This design comes from an exercise in tuning for small area on the open sky130 flow, not from production work.
In this exercise RTL edits were held to simulation tests only and were not proved equivalent to the original.
Power is estimated from default activity; no workload was simulated.

==> flow/design.v <==
module ats_timer_array #(
    parameter int unsigned NUM_CLOCKS = 16,
    parameter int unsigned NUM_ALARMS = 24,
    parameter int unsigned CNT_W      = 16,
    parameter int unsigned PULSE_LEN  = 2
) (
    input  logic                  clk,
    input  logic                  reset,
    input  logic                  cmd_valid,
    output logic                  cmd_ready,
    input  logic [31:0]           cmd_data,
    output logic                  rsp_valid,
    output logic                  rsp_ack,
    output logic [NUM_ALARMS-1:0] alarm_pulse,
    output logic [NUM_ALARMS-1:0] alarm_pending,
    input  logic [NUM_ALARMS-1:0] pend_clr,
    output logic                  irq
);
    localparam int NC = 16;
    localparam int NA = 24;
    localparam int W  = 16;
    localparam logic [2:0] OP_NOP     = 3'b000;
    localparam logic [2:0] OP_SET_CLK = 3'b001;
    localparam logic [2:0] OP_CLK_EN  = 3'b010;
    localparam logic [2:0] OP_MODE    = 3'b011;
    localparam logic [2:0] OP_SET_ALM = 3'b101;
    localparam logic [2:0] OP_SET_TMR = 3'b110;
    localparam logic [2:0] OP_ALM_EN  = 3'b111;
    logic [2:0]   pre;
    logic         active, clk_lock, alm_lock;
    logic [W-1:0] cnt   [NC];
    logic [1:0]   rate  [NC];
    logic [NC-1:0] clk_en;
    logic [W-1:0] dst  [NA];
    logic [3:0]   aclk  [NA];
    logic [NA-1:0] alm_en, alm_rep, pc;
    logic [NA-1:0] pend;          
    logic         wl_q;           
    logic         rst_q;          
    logic [W-1:0] xd;
    logic [2:0]   op;
    logic [3:0]   c_idx, ref_clk;
    logic [4:0]   a_idx;
    logic [W-1:0] cmd_val;
    logic         cmd_ok, cmd_acc, cmd_do;
    assign op      = cmd_data[31:29];
    assign c_idx   = cmd_data[28:25];
    assign a_idx   = cmd_data[28:24];
    assign ref_clk = cmd_data[19:16];
    assign cmd_val = cmd_data[W-1:0];
    assign cmd_acc = cmd_valid && cmd_ready;
    assign cmd_do  = cmd_acc && cmd_ok && !reset;
    logic a_idx_ok;
    assign a_idx_ok = (a_idx < 5'd24);
    always_comb begin
        case (op)
            OP_NOP, OP_MODE:       cmd_ok = 1'b1;
            OP_SET_CLK, OP_CLK_EN: cmd_ok = !clk_lock;
            OP_SET_TMR:            cmd_ok = a_idx_ok && !alm_lock && (cmd_val != '0);
            OP_SET_ALM, OP_ALM_EN: cmd_ok = a_idx_ok && !alm_lock;
            default:               cmd_ok = 1'b0;
        endcase
    end
    logic do_setclk, do_clken, do_mode, do_alm, do_almld;
    assign do_setclk = cmd_do && (op == OP_SET_CLK);
    assign do_clken  = cmd_do && (op == OP_CLK_EN);
    assign do_mode   = cmd_do && (op == OP_MODE);
    assign do_alm    = cmd_do && op[2];
    assign do_almld  = do_alm && (op[1:0] != 2'b11);
    logic [2:0]    pre_d;
    logic          active_d;
    logic [3:0]    tick_d;
    logic [1:0]    rate_d [NC];
    logic [NC-1:0] clk_step, clk_set, en_d, step_d;
    assign pre_d    = reset ? 3'd0 : (active ? pre + 3'd1 : pre);
    assign active_d = reset || (do_mode ? cmd_data[28] : active);
    assign tick_d   = {&pre_d, &pre_d[1:0], pre_d[0], 1'b1};
    always_comb begin
        for (int c = 0; c < NC; c++) begin
            clk_set[c] = do_setclk && (c_idx == 4'(c));
            if (reset) begin
                rate_d[c] = '0;
                en_d[c]   = 1'b0;
            end else if (clk_set[c]) begin
                rate_d[c] = cmd_data[23:22];
                en_d[c]   = 1'b1;
            end else begin
                rate_d[c] = rate[c];
                en_d[c]   = (do_clken && (c_idx == 4'(c))) ? cmd_data[23] : clk_en[c];
            end
            step_d[c] = active_d && en_d[c] && tick_d[rate_d[c]];
        end
    end
    logic [3:0]   msel;
    logic [W-1:0] mcnt, sub_b, x, xr;
    logic         x_cin;
    assign msel  = op[2] ? ref_clk : c_idx;
    always_comb begin
        mcnt = '0;
        for (int c = 0; c < NC; c++)
            if (msel == 4'(c)) mcnt = cnt[c];
    end
    assign sub_b = (op[2:1] == 2'b11) ? '0 : mcnt;
    assign x_cin = !clk_step[msel];
    assign x     = cmd_val + ~sub_b + W'(x_cin);
    assign xr    = reset ? '0 : (op[2] ? x : ~x);
    logic [NA-1:0] fire, wr;
    logic [W-1:0]  xdn;
    assign xdn = ~xd;
    for (genvar i = 0; i < NA; i++) begin : g_alm
        logic         st, ld, pw, pa, zero;
        logic [3:0]   aclk_d;
        logic [W-1:0] sum;
        assign aclk_d = reset ? 4'd0 :
                        (wr[i] && (op[1:0] != 2'b11)) ? ref_clk : aclk[i];
        assign pw    = wl_q && pend[i];
        assign pa    = pend[i];
        assign ld    = do_setclk && (aclk[i] == c_idx);
        assign wr[i] = do_alm && (a_idx == 5'(i));
        ats_timer_array_dsum u_sum (
            .d(dst[i]), .xdn(xdn), .pw(pw), .pa(pa), .st(st), .sum(sum),
            .zero(zero)
        );
        assign fire[i] = alm_en[i] && st && !ld && !wr[i] && zero;
        always_ff @(posedge clk) begin
            dst[i]  <= sum;
            aclk[i] <= aclk_d;
            st      <= step_d[aclk_d];
            if (reset) begin
                alm_en[i]  <= 1'b0;
                alm_rep[i] <= 1'b0;
            end else if (wr[i]) begin
                if (op[1:0] != 2'b11) begin
                    alm_en[i]  <= 1'b1;
                    alm_rep[i] <= !op[1] && cmd_data[23];
                end else begin
                    alm_en[i]  <= cmd_data[23];
                end
            end else if (fire[i] && !alm_rep[i]) begin
                alm_en[i] <= 1'b0;
            end
            pc[i]          <= !reset && fire[i];
            pend[i]        <= reset || ld || (do_almld && (a_idx == 5'(i)));
            alarm_pulse[i] <= !reset && (fire[i] || (pc[i] && !wr[i]));
            if (reset)              alarm_pending[i] <= 1'b0;
            else if (fire[i])       alarm_pending[i] <= 1'b1;
            else if (pend_clr[i])   alarm_pending[i] <= 1'b0;
        end
    end
    logic [W-1:0] valr;
    assign valr = reset ? '0 : cmd_val;
    for (genvar c = 0; c < NC; c++) begin : g_clk
        logic [W-1:0] cnt_d;
        ats_timer_array_cnext u_next (
            .cnt(cnt[c]), .step(clk_step[c]), .ld(reset || clk_set[c]),
            .val(valr), .nxt(cnt_d)
        );
        always_ff @(posedge clk) begin
            cnt[c]      <= cnt_d;
            rate[c]     <= rate_d[c];
            clk_en[c]   <= en_d[c];
            clk_step[c] <= step_d[c];
        end
    end
    always_ff @(posedge clk) begin
        pre    <= pre_d;
        active <= active_d;
        if (reset) begin
            clk_lock  <= 1'b0;
            alm_lock  <= 1'b0;
            rsp_valid <= 1'b0;
            rsp_ack   <= 1'b0;
        end else begin
            rsp_valid <= cmd_acc;
            rsp_ack   <= cmd_acc && cmd_ok;
            if (do_mode) begin
                clk_lock <= cmd_data[27];
                alm_lock <= cmd_data[26];
            end
        end
        rst_q  <= reset;
        wl_q   <= reset || do_almld;
        xd     <= xr;
    end
    assign irq       = |alarm_pending;
    assign cmd_ready = !rst_q;
endmodule
module ats_timer_array_dsum (
    input  logic [15:0] d,
    input  logic [15:0] xdn,
    input  logic        pw,
    input  logic        pa,
    input  logic        st,
    output logic [15:0] sum,
    output logic        zero
);
    logic [16:0] cy;
    logic [15:0] opa, opb;
    assign cy[0] = !st;
    for (genvar b = 0; b < 16; b++) begin : g_fa
        assign opa[b]  = d[b] || pw;
        assign opb[b]  = !(xdn[b] && pa);
        assign sum[b]  = opa[b] ^ opb[b] ^ cy[b];
        assign cy[b+1] = (opa[b] & opb[b]) | (cy[b] & (opa[b] ^ opb[b]));
    end
    assign zero = (sum == '0);
endmodule
module ats_timer_array_cnext (
    input  logic [15:0] cnt,
    input  logic        step,
    input  logic        ld,
    input  logic [15:0] val,
    output logic [15:0] nxt
);
    logic [16:0] ic;
    assign ic[0] = step;
    for (genvar b = 0; b < 16; b++) begin : g_inc
        assign nxt[b]   = ld ? val[b] : (cnt[b] ^ ic[b]);
        assign ic[b+1]  = cnt[b] & ic[b];
    end
endmodule
export LEC_CHECK = 0
export ABC_AREA = 1
export CAP_MARGIN = 20
export CORE_MARGIN = 2
export CORE_UTILIZATION = 45
export CTS_BUF_LIST = sky130_fd_sc_hd__clkbuf_8
export CTS_CLUSTER_DIAMETER = 50
export CTS_CLUSTER_SIZE = 12
export PLACE_DENSITY = 0.6
export SLEW_MARGIN = 20
create_clock -name core_clock -period 9.0 [get_ports {clk}]
standard.sh (not shown) runs the stock make flow with config.mk's settings and CLKGATE_MAP_FILE= SYNTH_SCRIPT=/design/flow/synth_recipe.tcl, a recipe that flattens the netlist after the stock synthesis.
==> flow/flow/run.sh <==
#!/bin/bash
# Layout flow:
#  1. the standard synthesis, run on the design with the RTL bodies of the
#     two arithmetic helper modules (ats_timer_array_dsum, _cnext) replaced by
#     the cell-level versions in cells.v (same ports, same function; they hold
#     no registers, so the registers are those of the standard synthesis);
#  2. the rest of the combinational logic re-mapped for area by ABC (registers,
#     adder cells, tie cells and the helper modules' cells are kept as they are),
#     with a few ABC scripts, keeping the smallest result;
#  3. the standard layout from floorplan on, with the clock tree built from
#     clkbuf_8 without dummy loads.
set -euo pipefail
here=$(pwd)
fl=$here/flow
res=$here/orfs/results/$FLOW_PLATFORM/ats_timer_array/base
lib=$FLOW_HOME/platforms/$FLOW_PLATFORM/lib/sky130_fd_sc_hd__tt_025C_1v80.lib

python3 $fl/swap.py $FLOW_DESIGN $fl/cells.v $here/design_cells.v > swap.log 2>&1
bash standard.sh VERILOG_FILES=$here/design_cells.v synth > synth.log 2>&1

cp $res/1_2_yosys.v $here/1_2_yosys.standard.v
outs=""
for s in $fl/remap_*.abc; do
  n=$(basename $s .abc)
  REMAP_IN=$here/1_2_yosys.standard.v REMAP_OUT=$here/1_2_yosys.$n.v \
  REMAP_LIB=$lib REMAP_TOP=$FLOW_TOP REMAP_DONT_USE="$(cat $fl/dont_use.txt)" \
  REMAP_SCRIPT=$s REMAP_KEEP='*u_*' REMAP_KEEP_CELLS=$fl/keep_cells.v \
    yosys -c $fl/remap.tcl > $n.log 2>&1 &
  outs="$outs $here/1_2_yosys.$n.v"
done
wait
best=$(python3 $fl/pick.py $outs 2> pick.log)
echo "picked $best" >> pick.log
cp $best $res/1_2_yosys.v
rm -f $res/1_synth.odb $res/1_synth.sdc

bash standard.sh VERILOG_FILES=$here/design_cells.v \
  "CTS_ARGS=-sink_clustering_enable -repair_clock_nets -sink_clustering_size 16 -sink_clustering_max_diameter 70 -buf_list sky130_fd_sc_hd__clkbuf_8 -dont_use_dummy_load" \
  "BUFFER_PORTS_ARGS=-buffer_cell sky130_fd_sc_hd__buf_1" \
  finish > layout.log 2>&1
==> flow/flow/pick.py <==
# Print the remapped netlist (of those given) with the smallest cell area.
import re, sys
best = None
for v in sys.argv[1:]:
    try:
        a = float(re.search(r'Chip area for module .*?: ([\d.]+)', open(v + '.stat').read()).group(1))
    except Exception:
        continue
    print('%s %.1f' % (v, a), file=sys.stderr)
    if best is None or a < best[0]:
        best = (a, v)
print(best[1])
==> flow/flow/remap.tcl <==
# Re-map the combinational logic of a mapped netlist; registers, adders and
# tie cells are kept as they are (same instances, same names), and so are the
# cells of the instances matching REMAP_KEEP (the cell-level helper modules).
# env: REMAP_IN, REMAP_OUT, REMAP_LIB, REMAP_DONT_USE, REMAP_SCRIPT
yosys -import
set lib $::env(REMAP_LIB)
read_liberty -ignore_miss_func $lib
blackbox sky130_fd_sc_hd__df* sky130_fd_sc_hd__edf* sky130_fd_sc_hd__sdf* sky130_fd_sc_hd__dl* sky130_fd_sc_hd__sedf* sky130_fd_sc_hd__conb* sky130_fd_sc_hd__fa_* sky130_fd_sc_hd__ha_*
read_verilog $::env(REMAP_IN)
hierarchy -top $::env(REMAP_TOP)
if {[info exists ::env(REMAP_KEEP)]} {
  read_verilog $::env(REMAP_KEEP_CELLS)
  foreach c {or2_0 nand2_1 clkinv_1 a22o_1 nor4_1 and3_1 and2_0} {
    chtype -map sky130_fd_sc_hd__$c KEEP_$c c:$::env(REMAP_KEEP)
  }
}
flatten
opt_clean
set du {}
foreach c $::env(REMAP_DONT_USE) { lappend du -dont_use $c }
abc -liberty $lib {*}$du -script $::env(REMAP_SCRIPT)
opt_clean -purge
if {[info exists ::env(REMAP_KEEP)]} {
  foreach c {or2_0 nand2_1 clkinv_1 a22o_1 nor4_1 and3_1 and2_0} {
    chtype -map KEEP_$c sky130_fd_sc_hd__$c
  }
}
splitnets
opt_clean -purge
hilomap -singleton -hicell sky130_fd_sc_hd__conb_1 HI -locell sky130_fd_sc_hd__conb_1 LO
insbuf -buf sky130_fd_sc_hd__buf_4 A X
opt_clean -purge
tee -o $::env(REMAP_OUT).stat stat -liberty $lib
write_verilog -noattr -nohex -nodec $::env(REMAP_OUT)
==> flow/flow/remap_n4.abc <==
strash
rewrite
refactor
balance
dch -f
amap
strash
dch -f
amap
strash
dch -f
amap
topo
==> flow/flow/remap_p3.abc <==
strash
ifraig
dch -f
amap
strash
dch -f
amap
strash
dch -f
amap
strash
dch -f
amap
topo
==> flow/flow/remap_p6.abc <==
strash
&get -n
&fraig -x
&put
dch -f
amap
strash
dch -f
amap
topo
==> flow/flow/remap_q1.abc <==
strash
ifraig
dch -f
amap
strash
dch -f
amap
strash
dch -f
amap
strash
dch -f
amap
strash
dch -f
amap
strash
dch -f
amap
strash
dch -f
amap
topo
==> flow/flow/remap_q3.abc <==
strash
ifraig
dc2
dch -f
amap
strash
dch -f
amap
strash
dch -f
amap
strash
dch -f
amap
strash
dch -f
amap
strash
dch -f
amap
strash
dch -f
amap
topo
Other scripts of this flow, unchanged in this note and not shown: flow/flow/cells.v, flow/flow/dont_use.txt, flow/flow/keep_cells.v, flow/flow/swap.py
The starting point passed the timing, design-rule and antenna checks.
Edit:
--- a/flow/flow/run.sh
+++ b/flow/flow/run.sh
@@ -36,5 +36,5 @@
 
 bash standard.sh VERILOG_FILES=$here/design_cells.v \
-  "CTS_ARGS=-sink_clustering_enable -repair_clock_nets -sink_clustering_size 16 -sink_clustering_max_diameter 70 -buf_list sky130_fd_sc_hd__clkbuf_8 -dont_use_dummy_load" \
+  "CTS_ARGS=-sink_clustering_enable -repair_clock_nets -sink_clustering_size 16 -sink_clustering_max_diameter 55 -buf_list sky130_fd_sc_hd__clkbuf_8 -dont_use_dummy_load" \
   "BUFFER_PORTS_ARGS=-buffer_cell sky130_fd_sc_hd__buf_1" \
   finish > layout.log 2>&1
- CORE_UTILIZATION: 45 -> 55
- PLACE_DENSITY: 0.6 -> 0.7
After rerunning:
- The changed run ran to the end with no violations
- register-to-register slack gets worse by 20 ps
- core utilization increases by 11 points
- hold slack barely changes
- wire length decreases by 5.0%
- final area stays flat
- worst setup slack gets worse by 25 ps
Edit:
- CORE_UTILIZATION: 55 -> 45
- PLACE_DENSITY: 0.7 -> 0.6
Result:
- total power rises slightly
- clock-buffer cell count is higher by 5
- via count fell slightly
- maximum frequency rises slightly
- routed wire length grows by a few percent
Edit:
==> flow/flow/run.sh (replaced) <==
#!/bin/bash
# Layout flow:
#  1. the standard synthesis, run on the design with the RTL bodies of the
#     two arithmetic helper modules (ats_timer_array_dsum, _cnext) replaced by
#     the cell-level versions in cells.v (same ports, same function; they hold
#     no registers, so the registers are those of the standard synthesis);
#  2. the rest of the combinational logic re-mapped for area by ABC (registers,
#     adder cells, tie cells and the helper modules' cells are kept as they are);
#  3. the standard layout from floorplan on, with the clock tree built from
#     clkbuf_8 without dummy loads.
set -euo pipefail
here=$(pwd)
fl=$here/flow
res=$here/orfs/results/$FLOW_PLATFORM/ats_timer_array/base
lib=$FLOW_HOME/platforms/$FLOW_PLATFORM/lib/sky130_fd_sc_hd__tt_025C_1v80.lib

python3 $fl/swap.py $FLOW_DESIGN $fl/cells.v $here/design_cells.v > swap.log 2>&1
bash standard.sh VERILOG_FILES=$here/design_cells.v synth > synth.log 2>&1

cp $res/1_2_yosys.v $here/1_2_yosys.standard.v
REMAP_IN=$here/1_2_yosys.standard.v REMAP_OUT=$here/1_2_yosys.remap.v \
REMAP_LIB=$lib REMAP_TOP=$FLOW_TOP REMAP_DONT_USE="$(cat $fl/dont_use.txt)" \
REMAP_SCRIPT=$fl/remap.abc REMAP_KEEP='*u_*' REMAP_KEEP_CELLS=$fl/keep_cells.v \
  yosys -c $fl/remap.tcl > remap.log 2>&1
cp $here/1_2_yosys.remap.v $res/1_2_yosys.v
rm -f $res/1_synth.odb $res/1_synth.sdc

bash standard.sh VERILOG_FILES=$here/design_cells.v \
  "CTS_ARGS=-sink_clustering_enable -repair_clock_nets -sink_clustering_size 12 -sink_clustering_max_diameter 50 -buf_list sky130_fd_sc_hd__clkbuf_8 -dont_use_dummy_load" \
  finish > layout.log 2>&1
==> flow/flow/remap.abc (new file) <==
strash
dch -f
amap
strash
dch -f
amap
strash
dch -f
amap
topo
removed: flow/flow/pick.py
removed: flow/flow/remap_n4.abc
removed: flow/flow/remap_p3.abc
removed: flow/flow/remap_p6.abc
removed: flow/flow/remap_q1.abc
removed: flow/flow/remap_q3.abc
What happened:
- fmax is lower by 0.81%
- die area increases by 0.35%
- sequential power is about the same
- final cell count goes up by 1.4%
- clock power is higher by 11%
- synthesized cell count grows by 0.98%
- setup slack loses 71 ps
- via count is higher by 0.79%
Edit:
--- a/flow/flow/run.sh
+++ b/flow/flow/run.sh
@@ -27,4 +27,4 @@
 
 bash standard.sh VERILOG_FILES=$here/design_cells.v \
-  "CTS_ARGS=-sink_clustering_enable -repair_clock_nets -sink_clustering_size 12 -sink_clustering_max_diameter 50 -buf_list sky130_fd_sc_hd__clkbuf_8 -dont_use_dummy_load" \
+  "CTS_ARGS=-sink_clustering_enable -repair_clock_nets -sink_clustering_size 16 -sink_clustering_max_diameter 55 -buf_list sky130_fd_sc_hd__clkbuf_8 -dont_use_dummy_load" \
   finish > layout.log 2>&1
- CAP_MARGIN: 20 -> 0
- SLEW_MARGIN: 20 -> 0
=> Wire length hardly moves. Cell area decreases by 0.35%. Power decreases by about 2%. Combinational power hardly moves. Count of clock-buffer cells in the layout decreases by 19. Global-route usage decreases by 0.23 points.

-- separate check: timing with driven ports --
The flow's constraints put no driver on any port. The routed layouts listed below were extracted and timed again, unchanged, in two steps.
Step 1 assumes that a clkbuf_16 drives the clock port and a buf_2 every other input.
Step 2 times the ports against the registers' clock, not the clock port: input delays grow and output delays shrink by t, the midpoint of the rising clock arrivals with the driver on.
Three values: ideal ports, drivers, drivers and shift; two values: the first two.
run | t (ns) | slack for setup (ns) | worst setup path at the end | worst data-port slew with drivers (ns)
the first run | 0.792 | 0.297 / 0.297 / 0.297 | register to register | 0.14
the second run | 0.825 | 0.273 / 0.273 / 0.246 | input to register | 0.16
the third run | 0.864 | 0.320 / 0.320 / 0.320 | register to register | 0.14
the fourth run | 0.873 | 0.249 / 0.249 / 0.249 | register to register | 0.10
the fifth run | 0.827 | 0.268 / 0.268 / 0.268 | register to register | 0.09
After both steps setup and hold are still met in every run listed. The setup slack of the second run, which loses most, moves by 0.000 ns with the drivers and by -0.027 ns with both steps.
